Background: an optimization exercise with open tools, aiming at small area and a short achievable clock period. Do not read the settings as production practice. Function was checked by simulation only, so behaviour that the tests miss may differ from the original. Power is estimated from default activity; no workload was simulated.

[design.v]
module shared_ram_arbiter #(
    parameter int WIDTH      = 12,
    parameter int DEPTH      = 256,
    parameter int ADDR_WIDTH = $clog2(DEPTH),
    parameter int N_PORTS    = 4
) (
    input  logic                          clk,
    input  logic                          rst,
    input  logic [N_PORTS-1:0]            req,
    input  logic [N_PORTS-1:0]            wrEn,
    input  logic [N_PORTS*ADDR_WIDTH-1:0] addr,
    input  logic [N_PORTS*WIDTH-1:0]      dataIn,
    input  logic                          clrStart,
    output logic [N_PORTS-1:0]            grant,
    output logic [N_PORTS-1:0]            rdValid,
    output logic [WIDTH-1:0]              dataOut,
    output logic                          clrBusy
);
    localparam int LO_W  = ADDR_WIDTH / 2;
    localparam int HI_W  = ADDR_WIDTH - LO_W;
    localparam int LO_N  = 1 << LO_W;
    localparam int HI_N  = 1 << HI_W;
    logic                   clr_busy_q;
    logic [ADDR_WIDTH-1:0]  cnt_q;
    logic [N_PORTS-1:0]     rd_valid_q;
    logic [WIDTH-1:0]       data_out_q;
    logic [DEPTH*WIDTH-1:0] mem_q;
    logic [N_PORTS-1:0] prio_q [N_PORTS];
    logic [N_PORTS-1:0] prio_d [N_PORTS];
    logic [N_PORTS-1:0] pick;
    logic               idle_ok;
    always_comb begin
        for (int i = 0; i < N_PORTS; i++)
            pick[i] = req[i] && !(|(req & prio_q[i]));
    end
    assign idle_ok = !clr_busy_q && !clrStart && !rst;
    assign grant   = pick & {N_PORTS{idle_ok}};
    always_comb begin
        for (int i = 0; i < N_PORTS; i++) begin
            prio_d[i] = prio_q[i];
            for (int g = 0; g < N_PORTS; g++) begin
                if (grant[g]) begin
                    for (int j = 0; j < N_PORTS; j++)
                        prio_d[i][j] = ((j - g - 1 + 2*N_PORTS) % N_PORTS) <
                                       ((i - g - 1 + 2*N_PORTS) % N_PORTS);
                end
            end
        end
    end
    logic [LO_N-1:0] p_lo [N_PORTS];
    logic [HI_N-1:0] p_hi [N_PORTS];
    always_comb begin
        for (int p = 0; p < N_PORTS; p++) begin
            for (int l = 0; l < LO_N; l++)
                p_lo[p][l] = addr[p*ADDR_WIDTH +: LO_W] == LO_W'(l);
            for (int h = 0; h < HI_N; h++)
                p_hi[p][h] = addr[p*ADDR_WIDTH + LO_W +: HI_W] == HI_W'(h);
        end
    end
    logic [LO_N-1:0] r_lo, w_lo;
    logic [HI_N-1:0] r_hi, w_hi;
    logic [WIDTH-1:0] w_data;
    logic             rd_go;
    always_comb begin
        r_lo   = '0;
        r_hi   = '0;
        w_lo   = '0;
        w_data = '0;
        rd_go  = 1'b0;
        for (int p = 0; p < N_PORTS; p++) begin
            r_lo   = r_lo   | (p_lo[p] & {LO_N{pick[p]}});
            r_hi   = r_hi   | (p_hi[p] & {HI_N{pick[p]}});
            w_lo   = w_lo   | (p_lo[p] & {LO_N{grant[p] & wrEn[p]}});
            w_data = w_data | (dataIn[p*WIDTH +: WIDTH] & {WIDTH{pick[p]}});
            rd_go  = rd_go  | (grant[p] & !wrEn[p]);
        end
        w_hi = r_hi;
        if (clr_busy_q) begin
            for (int l = 0; l < LO_N; l++) w_lo[l] = cnt_q[LO_W-1:0] == LO_W'(l);
            for (int h = 0; h < HI_N; h++) w_hi[h] = cnt_q[ADDR_WIDTH-1:LO_W] == HI_W'(h);
            w_data = '0;
        end
    end
    logic [WIDTH-1:0] rd_word;
    for (genvar b = 0; b < WIDTH; b++) begin : g_rd
        logic [DEPTH-1:0] col;
        for (genvar k = 0; k < DEPTH; k++) begin : g_col
            assign col[k] = mem_q[k*WIDTH + b];
        end
        shared_ram_arbiter_rdsel #(.LO_N(LO_N), .HI_N(HI_N)) u_sel (
            .d   (col),
            .lo  (r_lo),
            .hi  (r_hi),
            .q   (rd_word[b])
        );
    end
    always_ff @(posedge clk or posedge rst) begin
        if (rst) begin
            for (int i = 0; i < N_PORTS; i++)
                for (int j = 0; j < N_PORTS; j++)
                    prio_q[i][j] <= (j < i);
            clr_busy_q <= 1'b0;
            cnt_q      <= '0;
            rd_valid_q <= '0;
            data_out_q <= '0;
        end else begin
            for (int i = 0; i < N_PORTS; i++) prio_q[i] <= prio_d[i];
            if (clr_busy_q) begin
                cnt_q <= cnt_q + ADDR_WIDTH'(1);
                if (cnt_q == ADDR_WIDTH'(DEPTH - 1)) clr_busy_q <= 1'b0;
            end else if (clrStart) begin
                clr_busy_q <= 1'b1;
                cnt_q      <= '0;
            end
            rd_valid_q <= grant & ~wrEn;
            if (rd_go) data_out_q <= rd_word;
        end
    end
    logic [DEPTH-1:0] we, we_n;
    logic [DEPTH*WIDTH-1:0] mem_d;
    for (genvar k = 0; k < DEPTH; k++) begin : g_word
        assign we[k]   = w_lo[k % LO_N] & w_hi[k / LO_N];
        assign we_n[k] = ~(w_lo[k % LO_N] & w_hi[k / LO_N]);
        shared_ram_arbiter_wrsel #(.WIDTH(WIDTH)) u_wr (
            .q    (mem_q[k*WIDTH +: WIDTH]),
            .wd   (w_data),
            .we   (we[k]),
            .we_n (we_n[k]),
            .d    (mem_d[k*WIDTH +: WIDTH])
        );
    end
    always_ff @(posedge clk) begin
        mem_q <= mem_d;
    end
    assign rdValid = rd_valid_q;
    assign dataOut = data_out_q;
    assign clrBusy = clr_busy_q;
endmodule
module shared_ram_arbiter_rdsel #(
    parameter int LO_N = 16,
    parameter int HI_N = 16
) (
    input  logic [LO_N*HI_N-1:0] d,
    input  logic [LO_N-1:0]      lo,
    input  logic [HI_N-1:0]      hi,
    output logic                 q
);
    logic [HI_N-1:0] g;
    always_comb begin
        for (int h = 0; h < HI_N; h++)
            g[h] = |(d[h*LO_N +: LO_N] & lo);
        q = |(g & hi);
    end
endmodule
module shared_ram_arbiter_wrsel #(
    parameter int WIDTH = 12
) (
    input  logic [WIDTH-1:0] q,
    input  logic [WIDTH-1:0] wd,
    input  logic             we,
    input  logic             we_n,
    output logic [WIDTH-1:0] d
);
    assign d = (q & {WIDTH{we_n}}) | (wd & {WIDTH{we}});
endmodule
[flow/run.sh]
#!/bin/bash
set -euo pipefail
bash standard.sh \
  'BUFFER_PORTS_ARGS=-buffer_cell sky130_fd_sc_hd__buf_2' \
  'CTS_ARGS=-sink_clustering_enable -repair_clock_nets -dont_use_dummy_load -buf_list sky130_fd_sc_hd__clkbuf_8' \
  finish > flow_make.log 2>&1
[standard.sh]
#!/bin/bash
# synth_recipe.tcl (not shown) runs the flow's synth.tcl, then flattens the netlist and writes it again
# the make line also repeats each setting of config.mk as NAME=value (left out here)
make -C /OpenROAD-flow-scripts/flow DESIGN_CONFIG=/design/flow/config.mk WORK_HOME=/design/flow/orfs CLKGATE_MAP_FILE= SYNTH_SCRIPT=/design/flow/synth_recipe.tcl "${@:-finish}"
[config.mk]
export PLATFORM = sky130hd
export DESIGN_NAME = shared_ram_arbiter
export DESIGN_NICKNAME = shared_ram_arbiter
export VERILOG_FILES = /design/flow/design.v
export SDC_FILE = /design/flow/constraint.sdc
export NUM_CORES = 4
export LEC_CHECK = 0
export CAP_MARGIN = 20
export CORE_MARGIN = 2
export CORE_UTILIZATION = 62
export SETUP_SLACK_MARGIN = 3.0
export SLEW_MARGIN = 20
export SYNTH_HIERARCHICAL = 1
[constraint.sdc]
create_clock -name core_clock -period 7.0 [get_ports {clk}]
set_input_delay 1.4000 -clock core_clock [delete_from_list [all_inputs] [get_ports {clk}]]
set_output_delay 1.4000 -clock core_clock [all_outputs]
set_load 0.01 [all_outputs]
==> results_dict.tcl <==
set metrics [dict create \
    worstSetupEndpointType "register" \
    synth_area_um2 121700 \
    wl_um 475900 \
    dpl.cell_count 12470 \
    final_nets 10570 \
    yosys.area.top_type "dfxtp_1" \
    area.sequential_um2 62430 \
    combPwrFrac 0.163 \
    drtPass1Iterations 7 \
    rows 162 \
    post-route-drc-count 0 \
    grt_setup_unrepaired "yes" \
    die_w_um 447.0 \
    syn_to_final_growth_pct 6.716 \
    drt_iter0_markers 14320 \
    drive_gt1_frac 0.1903 \
    grt.total_usage 0.4566 \
    fin_hold_ws_ns 0.4821 \
    ir_drop_v 0.0002401 \
    cp-start-kind "input pin" \
    grt_pass1_wl_um 676800 \
    skew_ns 0.07277 \
    p_sw_mw 11.85 \
    vias 101400 \
    hpwl_um 281200 \
    hp-class "reg -> reg" \
    via_per_inst 7.714 \
    gp_congestion 0.9702 \
    synth_seq_cells 3109 \
    cts.sinks 3109 \
    fin_crit_ns 4.408 \
    grt_overflow_total 0 \
    placed_area_um2 119100 \
    pin_count 112 \
    io_buffer_count 111 \
    root_buffer "clkbuf_8" \
    total_power_mw 40.85 \
    internal_power_mw 29.00 \
    max_freq_mhz 226.9 \
    clock_path_buffers 4 \
    cts_buffers 492 \
    synth_edf_count 0 \
    hold_viol 0 \
    core-area_um2 195000 \
    seqPwrFrac 0.528 \
    yosys_warnings 12 \
    p_clk_frac 0.309 \
    crit_type "in -> reg" \
    syn_nets 10570 \
    top_layer_used "met5" \
    synthArstFlopShare 0.01190 \
    period_share 0.6297 \
    clkLatencyLatePin_ns 1.16 \
    ys.flop_type "dfxtp_1" \
    wire_per_inst_um 36.21 \
    fin_cells 13150 \
    swShare 0.2900 \
    multi_input_area_um2 52030 \
    cp.arrival_ns 5.41 \
    antenna_left 0 \
    grt_max_degree 145 \
    met2_wirelength_um 193800 \
    met3_length_um 66930 \
    yosysSeqAreaShare 0.5131 \
    clk_pin_slew_ns 0.06 \
    pwr_density_cell_nw_per_um2 314.6 \
    fin_area_um2 129900 \
    maxCapViolations 0 \
    start_util 0.6240 \
    status "complete, no violations" \
    avgSynthCellArea_um2 11.61 \
    die_y_um 447.0 \
    wl_met1_um 182700 \
    setup_tns_ns 0 \
    yosys-top-cells-area "dfxtp_1 51%, a22o_1 20%, a22oi_1 7.3%, buf_6 6.5%, a22o_2 4.6%" \
    die-area_um2 199800 \
    relSlewSlack 0.1811 \
    first_global_vias 95030 \
    worstMarginPinSlew_ns 1.226 \
    setup_violations 0 \
    fillers 15150 \
    p_leak_nw 49.14 \
    synth_cell_types 73 \
    yosysTopAreaCellShare 0.5054 \
    antenna_found_initial 38 \
    slew_viol_final 0 \
    cp.required_ns 8.00 \
    cts_max_level 5 \
    netlist_instances 10480 \
    crit_path_max_fanout 116 \
    cts_tree "built" \
]
==> metal layers <==
metal,global-route usage,up-vias
met1,0.6089,50470
li1,-,41720
met4,0.2765,28
met2,0.6279,7658
met3,0.1639,1518
met5,0,-
==> state kept, by name, indices dropped and copies added, names as in the netlist <==
| signal | cells |
|---|---|
| clr_busy_q | 1 |
| mem_q | 3072 |
| prio_q | 12 |
| rd_valid_q | 4 |
| data_out_q | 12 |
| cnt_q | 8 |
==> cell usage after synthesis (all sizes together), types with 27 or more instances <==
library cell	number
nand4	272
a2111oi	48
dfxtp	3072
nor2b	27
o31a	144
nor2	284
a22o	3279
a21oi	35
o21ai	34
a22oi	1193
a221oi	194
nor3	28
nand2	566
buf	943
clkbuf	80
dfrtp	31
==> critical path, cell delays in order <==
cell and delay [ns]:
buf_2 0.17, a21bo_4 0.23, nor4_1 0.05, buf_4 0.23
a32oi_2 0.25, o221ai_4 0.23, buf_12 0.26, a221oi_4 0.54
nand4_1 0.45, a2111oi_4 0.78, nand4_1 0.13, mux2_2 0.30
==> per-stage QoR <==
step / util / setup WS, ns
finish: 0.6659 / 2.592
detailed placement: 0.6109 / 0.7985
global route: 0.6654 / 2.754
global placement: 0.6106 / 0.4006
floorplan: - / 1.221
CTS: 0.6616 / 2.703
==> logic make-up after synthesis <==
| logic type | Yosys count | share of synthesized area |
|---|---|---|
| multiplexers | 12 | 0.001111 |
| AO/OA/AOI/OAI | 5013 | 0.3555 |
| adder cells (fa/ha/maj) | 4 | 0.0004113 |
| XOR/XNOR | 1 | 0.00007199 |
| AND/OR/NAND/NOR | 1295 | 0.04959 |
| flip-flops | 3109 | 0.5131 |
| buffers and inverters | 1043 | 0.08018 |
==> power groups by stage <==
stage | Sequential, mW | Clock [mW] | Combinational, mW
2_1_floorplan | 21.3 | 0 | 4.11
3_3_place_gp | 21.7 | 0 | 5.87
5_1_grt | 21.7 | 13.4 | 6.75
4_1_cts | 21.5 | 12.6 | 6.27
3_5_place_dp | 21.8 | 0 | 6.02
6_report | 21.5 | 12.6 | 6.66
==> layout make-up <==
class / instances / share of cell area
multi-input cells: 6336 / 0.4007
well taps: 2624 / 0.02528
clock buffers: 492 / 0.05215
repair buffers: 516 / 0.03954
flip-flops and latches: 3109 / 0.4808
inverters: 20 / 0.0006263
diodes: 48 / 0.0009250
==> final timing paths <==
check / slack, ns / endpoint / cells after the start / start
setup / recovery: 2.59 / data_out_q[3]$_DFFE_PP0P_ / 12 / req[0]
hold / removal: 0.48 / mem_q[2288]$_DFF_P_ / 1 / mem_q[2288]$_DFF_P_
setup reg to reg: 2.67 / data_out_q[3]$_DFFE_PP0P_ / 10 / prio_q[3][1]$_DFFE_PP1P_
hold reg to reg: 0.48 / mem_q[2288]$_DFF_P_ / 1 / mem_q[2288]$_DFF_P_
max in group asynchronous: 5.72 / clr_busy_q$_DFF_PP0_ / 2 / rst
min in group asynchronous: 0.56 / cnt_q[1]$_DFFE_PP0P_ / 2 / rst
==> repair_timing <==
item | CTS | global route
gates resized for setup | 312 | 62
pin swaps | 158 | 35
buffers inserted | 82 | 20
cloned | 27 | 3
hold buffers | 0 | 0
setup endpoints to repair | 1560 | 514
==> cells in the final DEF, fill, tap and decap left out, types with 10 or more instances in the layout <==
cell type / synthesis / routed
dfxtp_1: 3072 / 3072
a22o_1: 2719 / 2710
a22oi_1: 1179 / 1121
a22o_2: 560 / 560
nand2_1: 566 / 542
clkbuf_8: 0 / 492
buf_4: 52 / 278
nand4_1: 271 / 271
nor2_1: 274 / 264
o31a_1: 144 / 144
buf_2: 169 / 112
a221oi_1: 146 / 95
a221oi_2: 48 / 80
a22oi_2: 14 / 72
buf_12: 0 / 60
diode_2: 0 / 48
dfrtp_1: 31 / 30
buf_6: 706 / 28
o21ai_0: 31 / 26
nor2b_1: 27 / 25
a2111oi_2: 12 / 24
a2111oi_4: 0 / 21
nor3_1: 27 / 20
nand2_2: 0 / 20
nand3_1: 23 / 19
a221oi_4: 0 / 19
a21oi_2: 0 / 18
inv_1: 20 / 17
buf_16: 0 / 17
nor2_2: 10 / 14
a211o_4: 0 / 14
a21oi_4: 0 / 12
and4_1: 12 / 12
nand2b_1: 13 / 11
and2_1: 10 / 10

==> static timing again, ports no longer ideal <==
How much do the figures lean on ideal ports? The routed layout below was timed once more, with nothing changed but the port constraints.
Step 1: set_driving_cell puts a clkbuf_16 on clk and a buf_2 on each other input, an assumption about the parent block.
Step 2 adds t to the input delays and takes it off the output delays; t is the mean of the earliest and latest rising clock arrival at the registers after step 1. Input paths then give back, and output paths get back, about the clock's delay inside the block.
Three values: ideal ports, drivers, drivers and shift; two values: the first two.
t, ns: 1.220
setup WS [ns]: 2.592 / 2.663 / 1.443
worst register clock-pin slew, ns: 0.07 / 0.07
worst data-port slew with drivers (ns): 0.04
pins driven straight from the clock port: 1
After both steps setup and hold are still met in this run. The setup slack of this run moves by +0.071 ns with the drivers and by -1.149 ns with both steps.
